From an optimization exercise on the open Yosys and OpenROAD flow, aimed at small area; shortcuts taken in it are not production practice. Only simulation tests tie the RTL to the original design; equivalence was not proved. Power is estimated from default activity; no workload was simulated.

[flow/design.v]
package eth_frame_pkg;
	typedef logic [7:0] byte_t;
	typedef logic [47:0] mac_addr_t;
	typedef logic [31:0] ip_addr_t;
	typedef logic [11-1:0] len_t;
	typedef enum logic [15:0]
	{
		ETYPE_IPV4 = 16'h0800,
		ETYPE_ARP  = 16'h0806
	} eth_type_e;
	typedef enum logic [15:0]
	{
		ARP_OP_REQUEST = 16'd1,
		ARP_OP_REPLY   = 16'd2
	} arp_op_e;
endpackage
module mac_tx
(
	input  logic  i_clk,
	input  logic  i_rst_n,
	input  logic  i_start,
	input  eth_frame_pkg::byte_t i_byte,
	input  logic  i_last,
	output logic  o_take,
	output logic  o_done,
	output logic  o_eth_txen,
	output eth_frame_pkg::byte_t o_eth_txd
);
	typedef enum logic [1:0]
	{
		MAC_IDLE,
		MAC_PREAMBLE,
		MAC_DATA,
		MAC_FCS
	} mac_state_e;
	localparam logic [2:0] SFD_POS = 7;
	mac_state_e state;
	logic [2:0] cnt;
	logic [31:0] crc;
	logic [31:0] fcs;
	function automatic logic [31:0] crc32_byte(input logic [31:0] crc_in, input eth_frame_pkg::byte_t data);
		logic [31:0] c;
		c = crc_in ^ {24'h0, data};
		for (int i = 0; i < 8; i++)
			c = c[0] ? ((c >> 1) ^ 32'hEDB88320) : (c >> 1);
		crc32_byte = c;
	endfunction
	assign fcs = ~crc;
	assign o_take = (state == MAC_DATA);
	assign o_eth_txen = (state != MAC_IDLE);
	always_comb
	begin
		case (state)
			MAC_PREAMBLE:
				o_eth_txd = (cnt == SFD_POS) ? 8'hD5 : 8'h55;
			MAC_DATA:
				o_eth_txd = i_byte;
			MAC_FCS:
				o_eth_txd = fcs[{cnt[1:0], 3'b000} +: 8];  
			default:
				o_eth_txd = 8'h00;
		endcase
	end
	always_ff @(posedge i_clk or negedge i_rst_n)
	begin
		if (!i_rst_n)
		begin
			state <= MAC_IDLE;
			cnt <= '0;
			crc <= '1;
			o_done <= 1'b0;
		end
		else
		begin
			o_done <= 1'b0;
			case (state)
				MAC_IDLE:
				begin
					if (i_start)
					begin
						state <= MAC_PREAMBLE;
						cnt <= '0;
						crc <= '1;
					end
				end
				MAC_PREAMBLE:
				begin
					cnt <= cnt + 1'b1;  
					if (cnt == SFD_POS)
						state <= MAC_DATA;
				end
				MAC_DATA:
				begin
					crc <= crc32_byte(crc, i_byte);
					if (i_last)
					begin
						state <= MAC_FCS;
						cnt <= '0;
					end
				end
				MAC_FCS:
				begin
					cnt <= cnt + 1'b1;
					if (cnt == 3'd3)
					begin
						state <= MAC_IDLE;
						o_done <= 1'b1;
					end
				end
				default:
					state <= MAC_IDLE;
			endcase
		end
	end
endmodule
module eth_tx_framer
(
	input  logic      i_clk,
	input  logic      i_rst_n,
	input  logic      i_trig_send,
	input  eth_frame_pkg::len_t      i_data_length,
	input  eth_frame_pkg::byte_t     i_cur_byte,
	input  logic      i_arp_req,
	input  eth_frame_pkg::mac_addr_t i_arp_peer_mac,
	input  eth_frame_pkg::ip_addr_t  i_arp_peer_ip,
	input  logic      i_mac_take,
	input  logic      i_mac_done,
	output logic      o_mac_start,
	output eth_frame_pkg::byte_t     o_mac_byte,
	output logic      o_mac_last,
	output logic      o_feed_next_byte,
	output logic      o_send_over
);
	typedef enum logic [1:0]
	{
		TX_IDLE,
		TX_SEND_UDP,
		TX_SEND_ARP,
		TX_WAIT_DONE
	} tx_state_e;
	localparam int HDR_BITS = 42 * 8;
	localparam logic [11:0] HDR_LEN = 42;
	localparam eth_frame_pkg::byte_t IP_PROTO_UDP = 8'd17;
	localparam logic [15:0] IP_UDP_HDR_LEN = 16'd28;
	localparam logic [15:0] UDP_HDR_LEN = 16'd8;
	localparam eth_frame_pkg::ip_addr_t LOCAL_IP = 32'hC0_A8_01_04;
	localparam eth_frame_pkg::ip_addr_t DEST_IP = 32'hC0_A8_01_05;
	tx_state_e state;
	logic trig_d;
	logic send_pend;
	logic arp_pend;
	logic udp_frame;
	logic start_arp;
	logic start_udp;
	eth_frame_pkg::mac_addr_t peer_mac;
	eth_frame_pkg::ip_addr_t peer_ip;
	eth_frame_pkg::len_t data_len;
	eth_frame_pkg::len_t pad_len;
	eth_frame_pkg::len_t pad_len_w;
	logic [15:0] ip_total_len;
	logic [11:0] idx;
	logic [11:0] pay_idx;
	logic in_payload;
	logic [HDR_BITS-1:0] hdr_q;
	logic [HDR_BITS-1:0] hdr_shift;
	logic [HDR_BITS-1:0] udp_hdr;
	logic [HDR_BITS-1:0] arp_hdr;
	function automatic logic [15:0] ip_checksum(input logic [15:0] total_len);
		logic [31:0] sum;
		sum = 32'h0000_4500 + {16'h0, total_len} + {16'h0, 8'd128, IP_PROTO_UDP}
			+ {16'h0, LOCAL_IP[31:16]} + {16'h0, LOCAL_IP[15:0]}
			+ {16'h0, DEST_IP[31:16]} + {16'h0, DEST_IP[15:0]};
		sum = {16'h0, sum[15:0]} + {16'h0, sum[31:16]};  
		sum = {16'h0, sum[15:0]} + {16'h0, sum[31:16]};
		ip_checksum = ~sum[15:0];
	endfunction
	assign start_arp = (state == TX_IDLE) && arp_pend;  
	assign start_udp = (state == TX_IDLE) && !arp_pend && send_pend;
	assign pad_len_w = (i_data_length < eth_frame_pkg::len_t'(18)) ?
		eth_frame_pkg::len_t'(18) : i_data_length;
	assign ip_total_len = 16'(pad_len_w) + IP_UDP_HDR_LEN;
	assign udp_hdr = {48'h02_00_00_00_00_05, 48'h02_00_00_00_00_04, eth_frame_pkg::ETYPE_IPV4,
		8'h45, 8'h00, ip_total_len, 16'h0000, 16'h0000,
		8'd128, IP_PROTO_UDP, ip_checksum(ip_total_len), LOCAL_IP, DEST_IP,
		16'hFEEF, 16'hFEEF, 16'(pad_len_w) + UDP_HDR_LEN, 16'h0000};
	assign arp_hdr = {peer_mac, 48'h02_00_00_00_00_04, eth_frame_pkg::ETYPE_ARP,
		16'h0001, eth_frame_pkg::ETYPE_IPV4, 8'd6, 8'd4, eth_frame_pkg::ARP_OP_REPLY,
		48'h02_00_00_00_00_04, LOCAL_IP, peer_mac, peer_ip};
	assign in_payload = (idx >= HDR_LEN);
	assign pay_idx = idx - HDR_LEN;
	assign hdr_shift = hdr_q << {idx, 3'b000};
	assign o_feed_next_byte = (state == TX_SEND_UDP) && in_payload && (pay_idx < {1'b0, data_len});
	assign o_mac_byte = !in_payload ? hdr_shift[HDR_BITS-1 -: 8] :
		(o_feed_next_byte ? i_cur_byte : 8'h00);
	assign o_mac_last = (idx == HDR_LEN + {1'b0, pad_len} - 1'b1);
	always_ff @(posedge i_clk)
	begin
		if (i_arp_req)
		begin
			peer_mac <= i_arp_peer_mac;
			peer_ip <= i_arp_peer_ip;
		end
		if (start_arp)
		begin
			hdr_q <= arp_hdr;
			data_len <= '0;
			pad_len <= eth_frame_pkg::len_t'(18);  
		end
		else if (start_udp)
		begin
			hdr_q <= udp_hdr;
			data_len <= i_data_length;
			pad_len <= pad_len_w;
		end
	end
	always_ff @(posedge i_clk or negedge i_rst_n)
	begin
		if (!i_rst_n)
		begin
			state <= TX_IDLE;
			trig_d <= 1'b0;
			send_pend <= 1'b0;
			arp_pend <= 1'b0;
			udp_frame <= 1'b0;
			idx <= '0;
			o_mac_start <= 1'b0;
			o_send_over <= 1'b0;
		end
		else
		begin
			trig_d <= i_trig_send;
			o_mac_start <= 1'b0;
			o_send_over <= 1'b0;
			case (state)
				TX_IDLE:
				begin
					idx <= '0;
					if (start_arp || start_udp)
					begin
						o_mac_start <= 1'b1;
						udp_frame <= start_udp;
						state <= start_arp ? TX_SEND_ARP : TX_SEND_UDP;
					end
					if (start_arp)
						arp_pend <= 1'b0;
					if (start_udp)
						send_pend <= 1'b0;
				end
				TX_SEND_UDP, TX_SEND_ARP:
				begin
					if (i_mac_take)
					begin
						idx <= idx + 1'b1;
						if (o_mac_last)
							state <= TX_WAIT_DONE;
					end
				end
				TX_WAIT_DONE:
				begin
					if (i_mac_done)
					begin
						state <= TX_IDLE;
						o_send_over <= udp_frame;
					end
				end
				default:
					state <= TX_IDLE;
			endcase
			if (i_trig_send && !trig_d)
				send_pend <= 1'b1;
			if (i_arp_req)
				arp_pend <= 1'b1;
		end
	end
endmodule
module rx_frame_capture
(
	input  logic  i_clk,
	input  logic  i_rst_n,
	input  logic  i_eth_rxdv,
	input  eth_frame_pkg::byte_t i_eth_rxd,
	output logic  o_frame_done,
	output eth_frame_pkg::byte_t [0:50-1] o_frame_bytes
);
	typedef enum logic [2:0]
	{
		CAP_IDLE,
		CAP_CHECK_FRONT,
		CAP_STORE,
		CAP_ERROR,
		CAP_DONE
	} cap_state_e;
	localparam logic [5:0] CAP_LEN = 50;
	localparam logic [2:0] SFD_POS = 7;
	cap_state_e state;
	logic [2:0] front_cnt;
	logic [5:0] wr_idx;
	logic front_ok;
	assign front_ok = (front_cnt == SFD_POS) ? (i_eth_rxd == 8'hD5) :
		(i_eth_rxd == 8'h55);
	assign o_frame_done = (state == CAP_DONE);
	always_ff @(posedge i_clk)
	begin
		if (state == CAP_STORE && i_eth_rxdv && wr_idx != CAP_LEN)
			o_frame_bytes[wr_idx] <= i_eth_rxd;
	end
	always_ff @(posedge i_clk or negedge i_rst_n)
	begin
		if (!i_rst_n)
		begin
			state <= CAP_IDLE;
			front_cnt <= '0;
			wr_idx <= '0;
		end
		else
		begin
			front_cnt <= '0;
			case (state)
				CAP_IDLE:
				begin
					if (i_eth_rxdv)
					begin
						front_cnt <= 3'd1;
						state <= front_ok ? CAP_CHECK_FRONT : CAP_ERROR;
					end
				end
				CAP_CHECK_FRONT:
				begin
					if (!i_eth_rxdv)
						state <= CAP_IDLE;
					else if (!front_ok)
						state <= CAP_ERROR;
					else if (front_cnt == SFD_POS)
					begin
						state <= CAP_STORE;
						wr_idx <= '0;
					end
					else
						front_cnt <= front_cnt + 1'b1;
				end
				CAP_STORE:
				begin
					if (!i_eth_rxdv)
						state <= (wr_idx == CAP_LEN) ? CAP_DONE : CAP_IDLE;  
					else if (wr_idx != CAP_LEN)
						wr_idx <= wr_idx + 1'b1;
				end
				CAP_ERROR:
				begin
					if (!i_eth_rxdv)
						state <= CAP_IDLE;
				end
				default:
					state <= CAP_IDLE;  
			endcase
		end
	end
endmodule
module rx_cmd_decoder
(
	input  logic        i_clk,
	input  logic        i_rst_n,
	input  logic        i_frame_done,
	input  eth_frame_pkg::byte_t [0:50-1] i_frame_bytes,
	input  logic        i_cmd_finish,
	output logic [15:0] o_cmd,
	output logic [31:0] o_param,
	output logic        o_cmd_come,
	output logic        o_arp_req,
	output eth_frame_pkg::mac_addr_t   o_arp_peer_mac,
	output eth_frame_pkg::ip_addr_t    o_arp_peer_ip
);
	typedef enum logic [1:0]
	{
		DEC_IDLE,
		DEC_CLASSIFY,
		DEC_WAIT_FINISH
	} dec_state_e;
	localparam int ETYPE_OFF = 12;
	localparam int ARP_OP_OFF = 20;
	localparam int ARP_SHA_OFF = 22;
	localparam int ARP_SPA_OFF = 28;
	localparam int ARP_TPA_OFF = 38;
	localparam int CMD_OFF = 42;
	localparam int PARAM_OFF = 42 + 8 - 4;
	dec_state_e state;
	eth_frame_pkg::mac_addr_t dst_mac;
	logic [15:0] eth_type;
	logic [15:0] arp_op;
	eth_frame_pkg::ip_addr_t arp_tpa;
	logic [15:0] cmd_word;
	logic [15:0] cmd_check;
	logic mac_ok;
	logic is_arp;
	logic is_cmd;
	logic cmd_busy;
	assign dst_mac = i_frame_bytes[0:5];
	assign eth_type = i_frame_bytes[ETYPE_OFF:ETYPE_OFF+1];
	assign arp_op = i_frame_bytes[ARP_OP_OFF:ARP_OP_OFF+1];
	assign arp_tpa = i_frame_bytes[ARP_TPA_OFF:ARP_TPA_OFF+3];
	assign cmd_word = i_frame_bytes[CMD_OFF:CMD_OFF+1];
	assign cmd_check = i_frame_bytes[CMD_OFF+2:CMD_OFF+3];
	assign mac_ok = (dst_mac == 48'h02_00_00_00_00_04) || (&dst_mac);  
	assign is_arp = mac_ok && (eth_type == eth_frame_pkg::ETYPE_ARP) && (arp_op == eth_frame_pkg::ARP_OP_REQUEST)
		&& (arp_tpa == 32'hC0_A8_01_04);
	assign is_cmd = mac_ok && (eth_type == eth_frame_pkg::ETYPE_IPV4) && (cmd_word == ~cmd_check);
	assign cmd_busy = o_cmd_come && !i_cmd_finish;
	always_ff @(posedge i_clk)
	begin
		if (state == DEC_CLASSIFY && is_arp)
		begin
			o_arp_peer_mac <= i_frame_bytes[ARP_SHA_OFF:ARP_SHA_OFF+5];
			o_arp_peer_ip <= i_frame_bytes[ARP_SPA_OFF:ARP_SPA_OFF+3];
		end
	end
	always_ff @(posedge i_clk or negedge i_rst_n)
	begin
		if (!i_rst_n)
		begin
			state <= DEC_IDLE;
			o_cmd <= '0;
			o_param <= '0;
			o_cmd_come <= 1'b0;
			o_arp_req <= 1'b0;
		end
		else
		begin
			o_arp_req <= 1'b0;
			if (o_cmd_come && i_cmd_finish)
				o_cmd_come <= 1'b0;
			case (state)
				DEC_IDLE, DEC_WAIT_FINISH:
				begin
					if (i_frame_done)
						state <= DEC_CLASSIFY;
					else if (!cmd_busy)
						state <= DEC_IDLE;
				end
				DEC_CLASSIFY:
				begin
					state <= cmd_busy ? DEC_WAIT_FINISH : DEC_IDLE;
					if (is_arp)
						o_arp_req <= 1'b1;
					else if (is_cmd && !o_cmd_come)  
					begin
						o_cmd <= cmd_word;
						o_param <= i_frame_bytes[PARAM_OFF:PARAM_OFF+3];
						o_cmd_come <= 1'b1;
						state <= DEC_WAIT_FINISH;
					end
				end
				default:
					state <= DEC_IDLE;
			endcase
		end
	end
endmodule
module eth_commu
(
	input  logic        i_clk,
	input  logic        i_rst_n,
	input  logic [10:0] i_data_length,
	input  logic [7:0]  i_cur_byte,
	input  logic        i_trig_send,
	output logic        o_feed_next_byte,
	output logic        o_send_over,
	output logic [15:0] o_cmd,
	output logic [31:0] o_param,
	output logic        o_cmd_come,
	input  logic        i_cmd_finish,
	output logic        o_eth_txen,
	output logic [7:0]  o_eth_txd,
	input  logic        i_eth_rxdv,
	input  logic [7:0]  i_eth_rxd
);
	logic mac_start;
	logic mac_take;
	logic mac_last;
	logic mac_done;
	eth_frame_pkg::byte_t mac_byte;
	logic arp_req;
	eth_frame_pkg::mac_addr_t arp_peer_mac;
	eth_frame_pkg::ip_addr_t arp_peer_ip;
	logic frame_done;
	eth_frame_pkg::byte_t [0:50-1] frame_bytes;
	eth_tx_framer eth_tx_framer_inst
	(
		.i_clk(i_clk),
		.i_rst_n(i_rst_n),
		.i_trig_send(i_trig_send),
		.i_data_length(i_data_length),
		.i_cur_byte(i_cur_byte),
		.i_arp_req(arp_req),
		.i_arp_peer_mac(arp_peer_mac),
		.i_arp_peer_ip(arp_peer_ip),
		.i_mac_take(mac_take),
		.i_mac_done(mac_done),
		.o_mac_start(mac_start),
		.o_mac_byte(mac_byte),
		.o_mac_last(mac_last),
		.o_feed_next_byte(o_feed_next_byte),
		.o_send_over(o_send_over)
	);
	mac_tx mac_tx_inst
	(
		.i_clk(i_clk),
		.i_rst_n(i_rst_n),
		.i_start(mac_start),
		.i_byte(mac_byte),
		.i_last(mac_last),
		.o_take(mac_take),
		.o_done(mac_done),
		.o_eth_txen(o_eth_txen),
		.o_eth_txd(o_eth_txd)
	);
	rx_frame_capture rx_frame_capture_inst
	(
		.i_clk(i_clk),
		.i_rst_n(i_rst_n),
		.i_eth_rxdv(i_eth_rxdv),
		.i_eth_rxd(i_eth_rxd),
		.o_frame_done(frame_done),
		.o_frame_bytes(frame_bytes)
	);
	rx_cmd_decoder rx_cmd_decoder_inst
	(
		.i_clk(i_clk),
		.i_rst_n(i_rst_n),
		.i_frame_done(frame_done),
		.i_frame_bytes(frame_bytes),
		.i_cmd_finish(i_cmd_finish),
		.o_cmd(o_cmd),
		.o_param(o_param),
		.o_cmd_come(o_cmd_come),
		.o_arp_req(arp_req),
		.o_arp_peer_mac(arp_peer_mac),
		.o_arp_peer_ip(arp_peer_ip)
	);
endmodule
[flow/run.sh]
#!/bin/bash
# synth_recipe.tcl (not shown) runs the flow's synth.tcl, then flattens the netlist and writes it again
# the make line also repeats each setting of config.mk as NAME=value (left out here)
make -C /OpenROAD-flow-scripts/flow DESIGN_CONFIG=/design/flow/config.mk WORK_HOME=/design/flow/orfs CLKGATE_MAP_FILE= SYNTH_SCRIPT=/design/flow/synth_recipe.tcl finish
[flow/config.mk]
export PLATFORM = sky130hd
export DESIGN_NAME = eth_commu
export DESIGN_NICKNAME = eth_commu
export VERILOG_FILES = /design/flow/design.v
export SDC_FILE = /design/flow/constraint.sdc
export NUM_CORES = 4
export LEC_CHECK = 0
export CAP_MARGIN = 20
export CORE_MARGIN = 2
export CORE_UTILIZATION = 40
export SLEW_MARGIN = 20
[flow/constraint.sdc]
create_clock -name core_clock -period 8.0 [get_ports {i_clk}]
set_input_delay 1.6000 -clock core_clock [delete_from_list [all_inputs] [get_ports {i_clk}]]
set_output_delay 1.6000 -clock core_clock [all_outputs]
set_load 0.01 [all_outputs]
==> key figures <==
Clock network
  • Clk sinks: 698
  • Postcts setup bufs: 0
  • CTS tree: built
  • H-Tree Depth: 3
  • Num CTS Buffers: 77
  • CTS root buf: clkbuf_16
  • Clock transition at path regs: 0.06 ns
  • Hold Buf Count CTS: 0
  • Worst-Skew Late Latency: 0.65 ns
  • PostCTS Resize Cnt: 0
  • CTS max path bufs: 3

Route
  • Vias: 19,300
  • Iteration-0 DRC Markers: 1,382
  • Average wire per standard cell: 21.4 microns
  • DRT antenna net count: 0
  • Drt drc: 0
  • Drt pass-1 iters: 5
  • Total Wirelength: 75,400 microns
  • Via density: 5.46

Timing
  • Final Slew Violations: 0
  • Hold slack: 0.405 ns
  • Max_slew headroom: 34.6%
  • Final Hold Fails: 0
  • Setup TNS: 0 ns
  • Final min period: 6.89 ns
  • Least-Margin Pin Slew: 0.957 ns
  • Clock Skews: 0.0446 ns
  • RSZ-0062 raised after global routing: no
  • Fmax: 145 MHz
  • Final period utilization: 86.1%
  • Final setup fails: 0

Critical path
  • Top fanout value on the critical path: 29
  • Setup CP Type: reg -> out
  • CP bufs+invs: 2
  • CP max stage cell: dfrtp_2
  • Max incr delay on CP: 0.80 ns
  • Crit path arrival time: 5.29 ns
  • CP required: 6.40 ns
  • CP top delay family: compound AO/OA/AOI/OAI gates
  • Setup crit end kind: output pin
  • Startpoint class of the critical path: flip-flop
  • Cell breakdown of the critical path: inv_1, ha_1, nand2b_1, a21oi_1, nor3_1, xor2_1, ha_1, a211oi_1, o21ai_0, a21oi_1, o211a_1, a211oi_2, o221ai_1, nor2b_1, clkdlybuf4s50_1

Die
  • Die area: 83,100 sq um
  • Core ar.: 80,300 sq um
  • Die W: 288 microns
  • IO Pins: 92
  • FP Rows: 104
  • Initial Utilization: 40.3%
  • Die Y: 288 microns

Synth
  • Area contributors post-synth: edfxtp_1 49%, mux2_2 11%, dfrtp_1 7.0%
  • Ys Warns: 4
  • Avg Synthesized Cell Area: 13.8 sq um
  • Yosys cell types: 84
  • Post-Syn Area: 32,300 sq um
  • Cell taking the most area after synthesis: edfxtp_1
  • Number of synthesized flops with an enable pin: 526
  • Seq/Total Area, Yosys: 61.5%
  • Post-Syn Nets: 2,417
  • Ys async rst share: 17.5%
  • Seq cells post-synth: 698
  • Synth Flop Type: edfxtp_1
  • Post-Syn Instances: 2,336
  • Synth top area share: 48.9%

Placement
  • Quantity of I/O buffers inserted on ports: 91
  • GPL Wtd Cong: 0.877
  • DP HPWL: 48,800 microns

Finish
  • Layout area overhead: 14.4%
  • Share of cells above drive strength 1: 22.9%
  • ANT cells: 0
  • Final Util: 46.1%
  • Net count, final: 2,493

Hold path
  • Hold WC Path Type: reg -> reg

Power
  • LEAKAGE: 13.5 nW
  • Pwr Density: 370 nW/um^2
  • Worst IR Drop VDD: 0.352 mV
  • Total power: 13.7 mW

Run status
  • Outcome: finished clean

GRT
  • GRT Total Usage: 18.2%
  • First-pass GRT wire length: 118,000 microns
  • Gr ovfl total: 0
  • Number of global-route vias before repair: 19,600
  • Largest net degree at the start of global routing: 138
  • Number of antenna violations at the first check in global routing: 0

Flow run
  • Max-cap violations: 0
cells in the final DEF (no fill, tap or decap), types with 53 or more instances in the layout:
cell type	n
xor2_1	53
dfrtp_1	87
o21ai_0	88
xnor2_1	60
clkbuf_16	79
nor2_1	108
edfxtp_1	526
nand2_1	114
a21oi_1	61
mux2_2	321
and3_1	86
clkdlybuf4s50_1	90
where the power goes:
group / internal [mW] / leakage, nW / total [mW] / switching, mW
clock network: 2.09 / 1.27 / 3.59 / 1.50
logic: 2.46 / 5.44 / 5.19 / 2.73
registers: 4.51 / 6.77 / 4.91 / 0.397
total: 9.06 / 13.5 / 13.7 / 4.62
worst paths after layout:
| kind | start | to | slack, ns | cells past startpoint |
|---|---|---|---|---|
| max in group asynchronous | i_rst_n | rx_cmd_decoder_inst.o_param[12]$_DFFE_PN0P_ | 5.69 | 2 |
| hold reg to reg | rx_cmd_decoder_inst.o_arp_peer_ip[23]$_DFFE_PP_ | eth_tx_framer_inst.peer_ip[23]$_DFFE_PP_ | 0.40 | 0 |
| setup reg to reg | eth_tx_framer_inst.idx[1]$_DFFE_PN0P_ | mac_tx_inst.crc[18]$_DFFE_PN1P_ | 2.63 | 16 |
| min in group asynchronous | i_rst_n | eth_tx_framer_inst.idx[9]$_DFFE_PN0P_ | 0.94 | 1 |
| hold / removal | rx_cmd_decoder_inst.o_arp_peer_ip[23]$_DFFE_PP_ | eth_tx_framer_inst.peer_ip[23]$_DFFE_PP_ | 0.40 | 0 |
| setup / recovery | eth_tx_framer_inst.idx[1]$_DFFE_PN0P_ | o_eth_txd[6] | 1.11 | 15 |
metrics by stage:
stage / instances / worst slack, ns / cell area, sq um
floorplan: 2336 / 0.734 / 32300
global placement: 3391 / 1.73 / 34300
detailed placement: 3393 / 1.57 / 34400
CTS: 3533 / 1.12 / 37000
global route: 3533 / 0.746 / 37000
finish: 3533 / 1.11 / 37000
metal layers:
layer  global-route usage, %  vias to the layer above  part of all wire (%)  wire [microns]
met5                       0                        -                     0               0
met4                    5.32                        0                   2.3            1770
met3                    2.48                      105                   3.5            2640
met2                    31.1                      379                    50           37600
met1                    24.1                     9834                    44           33400
li1                        -                     8973                     -               -
registers in the layout (all words and copies together) (netlist names), 2 cells and up:
name,flops
rx_cmd_decoder_inst.o_arp_peer_mac,48
rx_cmd_decoder_inst.o_arp_peer_ip,32
eth_tx_framer_inst.peer_ip,32
rx_cmd_decoder_inst.o_param,32
rx_frame_capture_inst.front_cnt,3
eth_tx_framer_inst.data_len,11
rx_cmd_decoder_inst.state,2
mac_tx_inst.crc,32
mac_tx_inst.state,2
rx_frame_capture_inst.wr_idx,6
mac_tx_inst.cnt,3
eth_tx_framer_inst.state,2
rx_frame_capture_inst.state,3
eth_tx_framer_inst.idx,12
eth_tx_framer_inst.hdr_q,139
eth_tx_framer_inst.peer_mac,48
rx_frame_capture_inst.o_frame_bytes,256
eth_tx_framer_inst.pad_len,10
rx_cmd_decoder_inst.o_cmd,16
worst register-to-register path: cells and delay by family, from the launching register on:
family          cells  cell delay (ns)
compound gates      7             1.77
xor+xnor            4             1.48
flops               1             0.80
fa+ha+maj           2             0.63
buf+inv             1             0.33
simple gates        2             0.29
synth_stat cells (all sizes together) (6+ instances only):
library cell / instances
a211o: 6
a211oi: 11
a21o: 12
a21oi: 61
a22o: 6
a31oi: 10
and2: 12
and3: 87
buf: 24
clkbuf: 102
dfrtp: 90
dfstp: 32
dfxtp: 50
edfxtp: 526
ha: 49
inv: 50
mux2: 321
mux2i: 39
mux4: 21
nand2: 114
nand2b: 52
nand3: 47
nand3b: 10
nand4: 33
nor2: 110
nor2b: 17
nor3: 29
nor4: 39
o211ai: 10
o21a: 9
o21ai: 89
o22a: 7
o22ai: 9
o31ai: 13
o41ai: 6
or2: 11
xnor2: 64
xnor3: 12
xor2: 59
cell families after synthesis:
family          count (synthesis)  synth area share, %
xor+xnor                      136                 4.65
flops                         698                 61.5
fa+ha+maj                      49                 1.90
mux                           381                 13.9
simple gates                  595                 9.80
compound gates                300                 6.14
buf+inv                       177                 2.15
final cells by class:
| cell class | instances | area, sq um |
|---|---|---|
| well taps | 1060 | 1330 |
| clock inverters | 35 | 465 |
| clock buffers | 105 | 2150 |
| flip-flops and latches | 698 | 19900 |
| multi-input cells | 1461 | 11800 |
| repair buffers | 123 | 1160 |
| fillers | 7033 | 43300 |
| inverters | 51 | 201 |

static timing again, ports no longer ideal:
In the flow no input, the clock included, has a driving cell. The finished layout below was timed again as built, in two steps.
Step 1: set_driving_cell puts a clkbuf_16 on i_clk and a buf_2 on each other input, an assumption about the parent block.
Step 2 times the ports against the registers' clock, not the clock port: input delays grow and output delays shrink by t, the midpoint of the rising clock arrivals with the driver on.
Slacks: ideal ports / drivers / drivers and shift; pairs: ideal ports / drivers.
t (ns): 0.690
slack for setup (ns): 1.109 / 1.048 / 1.560
worst hold slack (ns): 0.405 / 0.405 / 0.405
worst setup path after step 2: input to register
pins driven straight from the clock port: 1
After both steps this run still meets setup and hold. The setup slack of this run moves by -0.061 ns with the drivers and by +0.451 ns with both steps.
